Source: an optimization exercise on an open RTL-to-GDS flow (aim: small area, a short achievable clock period and few clock cycles per item). Production flows keep margins and buffers that such runs may drop.
RTL that was checked went through simulation tests only; none was proved equivalent to the original.
The RTL of runs 1 and 2 was laid out without a check of its function.
No activity file was given, so power comes from the tool's default toggle rates.

## flow/design.v (module list and top-level ports; edited modules follow where they fit)
// module fa: 4 lines
// module ha: 4 lines
// module mac_step: 1051 lines
// module shift_add_mac: 90 lines
// module prefix_add: 27 lines
module shift_add_mac
(
  input  logic              clk,
  input  logic              rst,
  input  logic [WID-1:0]    multiplicand,
  input  logic [WID-1:0]    multiplier,
  input  logic [WID-1:0]    addend,
  input  logic              valid,
  output logic              busy,
  output logic              ready,
  output logic [ACC_W-1:0]  result,
  output logic              overflow
);
  // ...
==> flow/run.sh <==
#!/bin/bash
# synth_recipe.tcl (not shown) runs the flow's synth.tcl, then flattens the netlist and writes it again
# the make line also repeats each setting of config.mk as NAME=value (left out here)
make -C /OpenROAD-flow-scripts/flow DESIGN_CONFIG=/design/flow/config.mk WORK_HOME=/design/flow/orfs CLKGATE_MAP_FILE= SYNTH_SCRIPT=/design/flow/synth_recipe.tcl finish
==> flow/config.mk <==
export PLATFORM = sky130hd
export DESIGN_NAME = shift_add_mac
export DESIGN_NICKNAME = shift_add_mac
export VERILOG_FILES = /design/flow/design.v
export SDC_FILE = /design/flow/constraint.sdc
export NUM_CORES = 4
export LEC_CHECK = 0
export CAP_MARGIN = 20
export CORE_MARGIN = 2
export CORE_UTILIZATION = 40
export SLEW_MARGIN = 20
==> flow/constraint.sdc <==
create_clock -name core_clock -period 8.0 [get_ports {clk}]
set_input_delay 1.6000 -clock core_clock [delete_from_list [all_inputs] [get_ports {clk}]]
set_output_delay 1.6000 -clock core_clock [all_outputs]
set_load 0.01 [all_outputs]
==> flow_summary.json, run 1 <==
{
  "synthFlopType": "edfxtp_1",
  "cp.arrival_ns": 4.96,
  "die_w_microns": 285.4,
  "final_cells": 4636,
  "maxSlewHeadroom_pct": 28.85,
  "power_density_nw_per_um2": 459.9,
  "ioPinCount": 326,
  "layout_commonest_cell": "inv_1",
  "seq_cell_count": 280,
  "clk_pin_slew_ns": 0.06,
  "synth_top_area_share_pct": 31.85,
  "htree_levels": 2,
  "first_global_vias": 23830,
  "die_y_microns": 285.4,
  "crit_chain": "clkdlybuf4s50_1 -> nand2b_4 -> inv_6 -> or3_4 -> buf_4",
  "ctsResizeCount": 0,
  "cts.sinks": 280,
  "finalSetupViolCount": 0,
  "drtAntennaViolNets": 0,
  "area_growth_pct": 16.44,
  "largest_reg_flops": 72,
  "maxPowerGroup": "combinational logic",
  "setup.worst_path.end": "r0_q[42]$_DFFE_PP_",
  "buffer_area_share_pct": 9.165,
  "switching_share_pct": 48.54,
  "status": "finished clean",
  "synthCells": 3345
}
==> run 2, diff against run 1 <==
--- a/flow/config.mk
+++ b/flow/config.mk
@@ -8,4 +8,5 @@
 export CAP_MARGIN = 20
 export CORE_MARGIN = 2
 export CORE_UTILIZATION = 40
+export SETUP_SLACK_MARGIN = 5
 export SLEW_MARGIN = 20
==> run 2 against run 1 <==
Worst hold slack improved by 0.0098 ns. Clock skew is 0.0044 ns higher. Core utilization is 4.8 points higher. Sequential cell count did not move.
==> flow_summary.json, run 2 <==
{
  "ys_ff_latch": 280,
  "largest_reg_flops": 72,
  "synthFlopType": "edfxtp_1",
  "ys_seq_area_share_pct": 23.79,
  "final-seq-area_sq_um": 7550,
  "pwr-share-clk_pct": 9.3,
  "synth_nets": 4190,
  "core_area_sq_um": 78740,
  "place.port_buffers": 325,
  "p_comb_share_pct": 76.9,
  "cts-buffers-inserted": 39,
  "hold_buffers": 0,
  "route.detailed.drc": 0,
  "critPathMaxFanout": 7,
  "worstMarginPinSlew_ns": 0.9110,
  "n_fill_cell": 7192,
  "synthCells": 3345,
  "cp.arrival_ns": 4.26,
  "timing.final.hold_violations": 0,
  "netlist-cell-type-count": 63,
  "layout_common_cells": "762 x inv_1, 489 x and2_1, 380 x fa_1",
  "finalMaxSlewViolations": 0,
  "vias_per_cell": 4.944,
  "grt_overflow": 0,
  "endpoint_kind": "flop",
  "reg2reg_slack_ns": 4.07,
  "timing.rr.start": "l_q[8]$_DFFE_PP_",
  "synthTopCellsByCount": "867 x inv_1, 507 x and2_1, 504 x fa_1",
  "layout_commonest_cell": "inv_1",
  "grt_pass1_wl_microns": 162700,
  "drtAntennaViolNets": 0,
  "cp-start-kind": "flop",
  "fmax_mhz": 254.2,
  "synth_most_common_cell": "inv_1",
  "power_density_nw_per_um2": 468.2,
  "p_sw_w": 0.009179,
  "insertion_delay_ns": 0.59,
  "dr_total_vias": 24060,
  "finalSetupViolCount": 0,
  "switching_share_pct": 48.19,
  "path_class": "flop to flop",
  "peakVddDrop_v": 0.0002258,
  "final_util_pct": 51.67,
  "drt_iter0_drc": 1832,
  "period_needed_ns": 3.933,
  "p_int_w": 0.009869,
  "first_global_vias": 25060,
  "multi_input_area_sq_um": 21070,
  "wl_microns": 112400,
  "area_growth_pct": 28.44,
  "cts_tree": "done",
  "synth_top_cell_by_area": "fa_1",
  "die_w_microns": 285.4,
  "largest_register": "r0_q",
  "layout-drive-gt1-share_pct": 19.81,
  "maxSlewHeadroom_pct": 39.27,
  "track_usage_pct": 27.27,
  "rsz0062_at_grt": "true",
  "ioPinCount": 326,
  "rows": 103,
  "synth-async-reset-ratio_pct": 0,
  "reg_top3": "r0_q x72, r1_q x71",
  "ys_top_cells_by_area": "fa_1 32%, edfxtp_1 18%, inv_1 10%",
  "netlist_area_sq_um": 31680,
  "htree_levels": 2,
  "post-route-period-util_pct": 49.17,
  "hold_path_depth": 2,
  "wl_per_cell_microns": 23.10,
  "synth_top_area_share_pct": 31.85,
  "hold_class": "flop to flop",
  "die_y_microns": 285.4,
  "cts_root_buf": "clkbuf_16",
  "cap_violations": 0,
  "total_leakage_power_nw": 19.09,
  "worstHoldEndpoint": "r0_q[0]$_SDFFE_PP0P_",
  "rr_worst_depth": 16,
  "hpwl_microns": 72670,
  "antenna_found_initial": 13,
  "die-area_sq_um": 81460,
  "clk_pin_slew_ns": 0.06,
  "p_seq_share_pct": 13.8,
  "drtPass1Iterations": 5,
  "synth_edf_count": 193,
  "grt_max_degree": 65,
  "cts.sinks": 280,
  "min_from": "r0_q[0]$_SDFFE_PP0P_",
  "nNetsFinal": 4626,
  "status": "finished clean",
  "ys_warn_count": 4,
  "gp_congestion": 0.9150,
  "start_util_pct": 40.23,
  "cp_data_required_time_ns": 8.32,
  "reg2reg_to": "r0_q[33]$_DFFE_PP_",
  "setup_tns_ns": 0,
  "finalClockSkew_ns": 0.03564,
  "syn_avg_cell_area_sq_um": 9.470,
  "clock_path_buffers": 3
}
[run 2: cell count changes in the layout (fill, tap and decap cells not counted), moves of 29 or more]
cell	change
buf_6	+132
clkdlybuf4s50_1	-132
fa_1	-124
fa_2	+124
inv_1	-104
inv_2	+104
buf_4	+74
dlygate4sd2_1	+65
nand2_1	-41
a21oi_1	-29
[run 2: layout make-up]
cell class | instances | share of cell area [%]
inverters | 867 | 8.038
multi-input cells | 2028 | 51.78
clock buffers | 51 | 2.608
repair inverters | 1 | 0.02153
flip-flops and latches | 280 | 18.56
repair buffers | 564 | 15.27
clock inverters | 21 | 0.4797
well taps | 1050 | 3.229
diodes | 4 | 0.02460
[run 2: cells by family after synthesis]
family | after synthesis | share of synthesized area [%]
buffers and inverters | 1041 | 13.10
AND/OR/NAND/NOR | 988 | 16.52
adder cells (fa/ha/maj) | 650 | 37.62
flip-flops | 280 | 23.79
AO/OA/AOI/OAI | 251 | 5.170
XOR/XNOR | 117 | 3.235
multiplexers | 18 | 0.5688
[run 2: power groups by stage]
stage | Clock [W] | Sequential (W) | Combinational (W)
finish | 0.00177 | 0.00263 | 0.0146
global route | 0.00185 | 0.00267 | 0.0162
global placement | 0 | 0.00274 | 0.0123
floorplan | 0 | 0.00250 | 0.00848
CTS | 0.00180 | 0.00261 | 0.0140
detailed placement | 0 | 0.00273 | 0.0123
[run 2: routing by layer]
metal	vias up	share of wire, %	track usage [%]
li1	10710	-	-
met3	203	8.7	5.654
met5	-	0.039	0
met4	6	4.1	9.555
met2	993	47	45.25
met1	12140	40	35.44
[run 2: repair_timing]
item,4_1_cts,5_1_grt
pin swaps,112,92
buffers inserted,162,32
resized for setup,672,211
endpoints found under the setup margin,491,198
cloned,22,6
[run 2: stage by stage]
step | cell area (sq um) | std cells | total power [W] | setup slack, ns | hold slack, ns
3_5_place_dp | 35680 | 4568 | 0.01508 | 3.218 | 0.4794
2_1_floorplan | 31970 | 3345 | 0.01098 | 4.346 | 0.4463
4_1_cts | 39910 | 4824 | 0.01843 | 4.078 | 0.4892
5_1_grt | 40680 | 4862 | 0.02070 | 3.953 | 0.5121
6_report | 40690 | 4866 | 0.01905 | 4.067 | 0.4848
3_3_place_gp | 35680 | 4568 | 0.01507 | 3.254 | 0.4601
[run 2: how the worst max path moves through the flow]
stage	depth (start not counted)	from	end
6_report	16	l_q[8]$_DFFE_PP_	r0_q[33]$_DFFE_PP_
5_1_grt	14	l_q[8]$_DFFE_PP_	r0_q[37]$_DFFE_PP_
4_1_cts	14	l_q[8]$_DFFE_PP_	r0_q[43]$_DFFE_PP_
3_5_place_dp	5	valid	r0_q[42]$_DFFE_PP_
3_3_place_gp	5	valid	r0_q[42]$_DFFE_PP_
2_1_floorplan	13	l_q[8]$_DFFE_PP_	r0_q[60]$_DFFE_PP_
[run 2: critical path, cell delays in order (launching register included)]
cell and delay, ns:
edfxtp_1 0.34, buf_6 0.15, buf_12 0.16, buf_12 0.11, buf_16 0.14, buf_6 0.10
nand2_2 0.05, fa_1 0.58, inv_1 0.06, fa_1 0.47, inv_1 0.05, fa_2 0.33
inv_2 0.06, fa_1 0.43, fa_2 0.35, a21oi_2 0.17, o21ai_1 0.08
==> module shift_add_mac, before the edit <==
module shift_add_mac
(
  input  logic              clk,
  input  logic              rst,
  input  logic [WID-1:0]    multiplicand,
  input  logic [WID-1:0]    multiplier,
  input  logic [WID-1:0]    addend,
  input  logic              valid,
  output logic              busy,
  output logic              ready,
  output logic [ACC_W-1:0]  result,
  output logic              overflow
);
  localparam int unsigned K = STEP_BITS;
  logic             run, fin;
  logic [CNT_W-1:0] cnt;
  logic [WID-1:0]   a_q;
  logic [WID+K-1:0] l_q;             
  logic [WID+K-1:0] r0_q, r1_q;      
  logic             cin_q;
  logic [WID+K-1:0] r0, r1;
  logic [K:0]       low;
  logic [WID:0]     hi;
  mac_step u_step (
    .s  (r0_q[WID+K-1:K]),
    .c  (r1_q[WID+K-1:K]),
    .a  (a_q),
    .d  (l_q[2*K-1:K]),
    .r0 (r0),
    .r1 (r1)
  );
  logic [WID+K-1:0] sum;
  logic             c_low;
  prefix_add #(.N(WID+K), .M(K)) u_add (
    .x (r0_q), .y (r1_q), .ci (cin_q), .s (sum), .cm (c_low)
  );
  assign low = {c_low, sum[K-1:0]};
  assign hi  = {sum[WID+K-1:K], 1'b0};
  logic [WID-1:0] x_hi, y_hi, kz;
  assign x_hi = r0_q[WID+K-1:K];
  assign y_hi = r1_q[WID+K-1:K];
  assign kz   = {x_hi[WID-2:0] | y_hi[WID-2:0], c_low};
  wire   nz   = |(x_hi ^ y_hi ^ kz);
  wire accept = valid & ~busy;
  always_ff @(posedge clk) begin
    if (rst) begin
      busy  <= 1'b0;
      ready <= 1'b0;
      run   <= 1'b0;
      fin   <= 1'b0;
      cnt   <= '0;
    end else begin
      ready <= fin;
      if (accept) begin
        busy <= 1'b1;
        run  <= 1'b1;
        cnt  <= '0;
      end else if (run) begin
        cnt <= cnt + 1'b1;
        if (cnt == CNT_W'(ITERS - 1)) begin
          run <= 1'b0;
          fin <= 1'b1;
        end
      end else if (fin) begin
        fin  <= 1'b0;
        busy <= 1'b0;
      end
    end
  end
  always_ff @(posedge clk) begin
    if (accept) begin
      a_q             <= multiplicand;
      l_q[WID+K-1:K]  <= multiplier;
      r0_q            <= {addend, {K{1'b0}}};
      cin_q           <= 1'b0;
    end else if (run) begin
      l_q             <= {low[K-1:0], l_q[WID+K-1:K]};
      r0_q            <= r0;
      cin_q           <= low[K];
    end else if (fin) begin
      l_q             <= {low[K-1:0], l_q[WID+K-1:K]};
      r0_q[WID+K-1:K] <= hi[WID:1];
      overflow        <= nz;
    end
  end
  always_ff @(posedge clk) begin
    r1_q <= accept ? '0 : r1;
  end
  assign result = {r0_q[WID+K-1:K], l_q[WID+K-1:K]};
endmodule
==> run 3, diff against run 2 <==
--- a/flow/design.v
+++ b/flow/design.v
@@ -1096,18 +1096,8 @@
     .r0 (r0),
     .r1 (r1)
   );
-  logic [WID+K-1:0] sum;
-  logic             c_low;
-  prefix_add #(.N(WID+K), .M(K)) u_add (
-    .x (r0_q), .y (r1_q), .ci (cin_q), .s (sum), .cm (c_low)
-  );
-  assign low = {c_low, sum[K-1:0]};
-  assign hi  = {sum[WID+K-1:K], 1'b0};
-  logic [WID-1:0] x_hi, y_hi, kz;
-  assign x_hi = r0_q[WID+K-1:K];
-  assign y_hi = r1_q[WID+K-1:K];
-  assign kz   = {x_hi[WID-2:0] | y_hi[WID-2:0], c_low};
-  wire   nz   = |(x_hi ^ y_hi ^ kz);
+  assign low = {1'b0, r0_q[K-1:0]} + {1'b0, r1_q[K-1:0]} + {{K{1'b0}}, cin_q};
+  assign hi  = {r0_q[WID+K-1:K], 1'b1} + {r1_q[WID+K-1:K], low[K]};
   wire accept = valid & ~busy;
   always_ff @(posedge clk) begin
     if (rst) begin
@@ -1147,7 +1137,7 @@
     end else if (fin) begin
       l_q             <= {low[K-1:0], l_q[WID+K-1:K]};
       r0_q[WID+K-1:K] <= hi[WID:1];
-      overflow        <= nz;
+      overflow        <= |hi[WID:1];
     end
   end
   always_ff @(posedge clk) begin
@@ -1155,30 +1145,3 @@
   end
   assign result = {r0_q[WID+K-1:K], l_q[WID+K-1:K]};
 endmodule
-module prefix_add #(parameter int N = 72, parameter int M = 8) (
-  input  logic [N-1:0] x,
-  input  logic [N-1:0] y,
-  input  logic         ci,
-  output logic [N-1:0] s,
-  output logic         cm
-);
-  localparam int L = $clog2(N + 1);
-  logic [N:0] g [0:L];
-  logic [N:0] p [0:L];
-  assign g[0] = {x & y, ci};
-  assign p[0] = {x ^ y, 1'b0};
-  for (genvar l = 0; l < L; l++) begin : g_lvl
-    for (genvar i = 0; i <= N; i++) begin : g_bit
-      if ((i >> l) & 1) begin : g_op
-        localparam int J = ((i >> l) << l) - 1;
-        assign g[l+1][i] = g[l][i] | (p[l][i] & g[l][J]);
-        assign p[l+1][i] = p[l][i] & p[l][J];
-      end else begin : g_pass
-        assign g[l+1][i] = g[l][i];
-        assign p[l+1][i] = p[l][i];
-      end
-    end
-  end
-  assign s  = p[0][N:1] ^ g[L][N-1:0];
-  assign cm = g[L][M];
-endmodule
--- a/flow/config.mk
+++ b/flow/config.mk
@@ -8,5 +8,4 @@
 export CAP_MARGIN = 20
 export CORE_MARGIN = 2
 export CORE_UTILIZATION = 40
-export SETUP_SLACK_MARGIN = 5
 export SLEW_MARGIN = 20
==> run 3 against run 2 <==
Register-to-register slack lost 1.2 ns. Largest power group unchanged. Non-clock buffer count shrank 221. Largest cell class unchanged. Clock skew shrank 0.0073 ns. Worst setup slack lost 1.2 ns. Final cell count shrank 13%. Design area shrank 15%. Core utilization shrank 4.4 points. Highest routed layer unchanged. Die area shrank 6.0%. Clock power is essentially flat.
==> flow_summary.json, run 3 <==
{
  "core_area_sq_um": 73330,
  "ys_ff_latch": 280,
  "ioPinCount": 326,
  "layout_common_cells": "520 x nand2_1, 500 x fa_1, 400 x and2_1",
  "peakVddDrop_v": 0.0002106,
  "layout-drive-gt1-share_pct": 3.533,
  "grt_max_degree": 147,
  "ys_warn_count": 1,
  "rsz0062_at_grt": "false",
  "die_y_microns": 276.7,
  "hold_buffers": 0,
  "vias_per_cell": 5.218,
  "drtAntennaViolNets": 0,
  "critPathMaxFanout": 5,
  "cap_violations": 0,
  "wl_per_cell_microns": 21.64,
  "rows": 99,
  "synth_top_cell_by_area": "fa_1",
  "netlist_area_sq_um": 29740,
  "antenna_found_initial": 1,
  "maxSlewHeadroom_pct": 28.68,
  "hold_class": "flop to flop",
  "insertion_delay_ns": 0.59,
  "track_usage_pct": 24.35,
  "clock_path_buffers": 3,
  "die-area_sq_um": 76550,
  "cts_root_buf": "clkbuf_16",
  "path_class": "flop to flop",
  "n_antenna_cell": 0,
  "cts_tree": "done",
  "post-cts-setup-buffer-count": 0,
  "gp_congestion": 0.9322,
  "ctsResizeCount": 0,
  "p_sw_w": 0.008383,
  "dr_total_vias": 21990,
  "largest_register": "r0_q",
  "nNetsFinal": 4003,
  "pwr-share-clk_pct": 10.3,
  "final_cells": 4214,
  "endpoint_kind": "flop",
  "synthTopCellsByCount": "520 x nand2_1, 500 x fa_1, 400 x and2_1",
  "synthCells": 3040,
  "cp-start-kind": "flop",
  "cp.arrival_ns": 5.42,
  "setup_tns_ns": 0,
  "syn_avg_cell_area_sq_um": 9.784,
  "place_inst": 4144,
  "drtPass1Iterations": 5,
  "netlist-cell-type-count": 81,
  "p_comb_share_pct": 73.3,
  "p_int_w": 0.008663,
  "finalMaxSlewViolations": 0,
  "hpwl_microns": 69710,
  "synth_edf_count": 193,
  "n_fill_cell": 6940,
  "fin_hold_ws_ns": 0.4788,
  "final_util_pct": 47.25,
  "synth_nets": 3818,
  "synth-async-reset-ratio_pct": 0,
  "synth_top_area_share_pct": 33.65,
  "reg_top3": "r0_q x72, r1_q x71",
  "place.port_buffers": 325,
  "first_global_vias": 23510,
  "ys_top_cells_by_area": "fa_1 34%, edfxtp_1 19%, and2_1 8.4%",
  "period_needed_ns": 5.107,
  "drt_iter0_drc": 1293,
  "switching_share_pct": 49.18,
  "finalClockSkew_ns": 0.02835,
  "grt_overflow": 0,
  "ys_seq_area_share_pct": 25.34,
  "p_seq_share_pct": 16.4,
  "start_util_pct": 40.56,
  "fmax_mhz": 195.8,
  "post-route-period-util_pct": 63.84,
  "clk_pin_slew_ns": 0.06,
  "wl_microns": 91180,
  "die_w_microns": 276.7,
  "synth_most_common_cell": "nand2_1",
  "htree_levels": 2,
  "finalSetupViolCount": 0,
  "cts.sinks": 280,
  "total_leakage_power_nw": 14.77,
  "area_growth_pct": 16.50,
  "status": "finished clean",
  "cp_data_required_time_ns": 8.32,
  "timing.final.hold_violations": 0,
  "route.detailed.drc": 0,
  "synthFlopType": "edfxtp_1",
  "layout_commonest_cell": "nand2_1",
  "grt_pass1_wl_microns": 143900,
  "cts-buffers-inserted": 38,
  "power_density_nw_per_um2": 492.0,
  "largest_reg_flops": 72,
  "worstMarginPinSlew_ns": 1.070
}
==> run 3: changes by cell type after synthesis, moves of 12 or more <==
cell and change:
a21oi_1 +15, a31oi_1 +14, and2_1 -107, clkbuf_1 +14, ha_1 -63, inv_1 -519
nand2_1 +229, nand4_1 +22, nor2_1 +41, o21a_1 -12, o21ai_0 +72, xnor2_1 -58
==> run 3: layout make-up <==
type                       count  area [sq um]  area share (%)
timing repair buffer         343          3413           9.851
clock buffer                  49          1064           3.069
multi-input combinational   2213         19900           57.43
clock inverter                21         216.5          0.6247
inverter                     349          1318           3.802
tap                          959          1200           3.463
sequential                   280          7541           21.76
==> run 3: worst max-delay path, stage by stage, from the launching register on <==
cell and delay, ns:
dfxtp_1 0.31, inv_1 0.08, fa_1 0.17, inv_1 0.06
fa_1 0.44, a211oi_2 0.28, nor3_1 0.14, nor2_1 0.22
inv_1 0.10, fa_1 0.54, a31oi_4 0.22, a22oi_1 0.18
a221oi_2 0.48, o21a_1 0.23, o221a_4 0.23, o21ai_1 0.10
a21oi_1 0.21, xor2_1 0.25, nand4_1 0.12, nor4_1 0.35
nand4_1 0.12
==> run 3: metal layers <==
metal	vias to the layer above	part of all wire (%)	wire, microns	track usage (%)
li1	9945	-	-	-
met1	11180	43	38870	32.89
met2	734	48	43580	40.08
met3	125	7.0	6362	4.800
met4	2	2.6	2355	6.522
met5	-	0.014	13	0
==> run 3: stage by stage <==
stage                     area [sq um]  total power [W]  setup WS, ns
after floorplan                  29740          0.01093         2.625
after global placement           33370          0.01524         3.103
after detailed placement         33370          0.01516         2.925
after CTS                        34650          0.01711         2.912
after global routing             34650          0.01871         2.487
final                            34650          0.01705         2.893
==> run 3: cells by family (layout without fill, tap and decap cells) <==
| logic type | after synthesis | after routing | synth area share [%] |
|---|---|---|---|
| flops | 280 | 280 | 25.34 |
| compound gates | 368 | 368 | 7.736 |
| buf+inv | 547 | 762 | 7.795 |
| simple gates | 1170 | 1170 | 19.16 |
| xor+xnor | 66 | 66 | 1.944 |
| mux | 26 | 26 | 0.8750 |
| fa+ha+maj | 583 | 583 | 37.15 |
==> run 3: final timing paths <==
kind	start	endpoint	slack (ns)	depth (start not counted)
max reg2reg	r0_q[0]$_SDFFE_PP0P_	overflow$_DFFE_PP_	2.89	20
min	r0_q[0]$_SDFFE_PP0P_	r0_q[0]$_SDFFE_PP0P_	0.48	2
max	r0_q[0]$_SDFFE_PP0P_	overflow$_DFFE_PP_	2.89	20
min reg2reg	r0_q[0]$_SDFFE_PP0P_	r0_q[0]$_SDFFE_PP0P_	0.48	2
==> run 3: power by group through the flow <==
stage | clock (W) | combinational (W) | sequential, W
detailed placement | 0 | 0.0123 | 0.00283
CTS | 0.00181 | 0.0125 | 0.00281
floorplan | 0 | 0.00836 | 0.00257
global route | 0.00186 | 0.0140 | 0.00286
finish | 0.00176 | 0.0125 | 0.00280
global placement | 0 | 0.0124 | 0.00284
Testbench counts of run 3, summed over its fixed seeds: cycles 32,000, items 3,200.

[afterwards: timing with drivers on the ports]
The flow's constraints put no driver on any port. The routed layouts listed below were extracted and timed again, unchanged, in two steps. Step 1: set_driving_cell puts a clkbuf_16 on clk and a buf_2 on each other input, an assumption about the parent block. Step 2 adds t to the input delays and takes it off the output delays; t is the mean of the earliest and latest rising clock arrival at the registers after step 1. Input paths then give back, and output paths get back, about the clock's delay inside the block. a / b / c = no drivers / after step 1 / after step 2; a / b = the first two.
| run | t, ns | slack for setup (ns) | worst slew at a driven data input, ns |
|---|---|---|---|
| run 1 | 0.626 | 3.235 / 3.271 / 2.645 | 0.08 |
| run 2 | 0.639 | 4.067 / 4.067 / 4.067 | 0.09 |
| run 3 | 0.641 | 2.893 / 2.893 / 2.893 | 0.13 |
After both steps setup and hold are still met in every run listed. The setup slack of run 1, which loses most, moves by +0.036 ns with the drivers and by -0.590 ns with both steps.
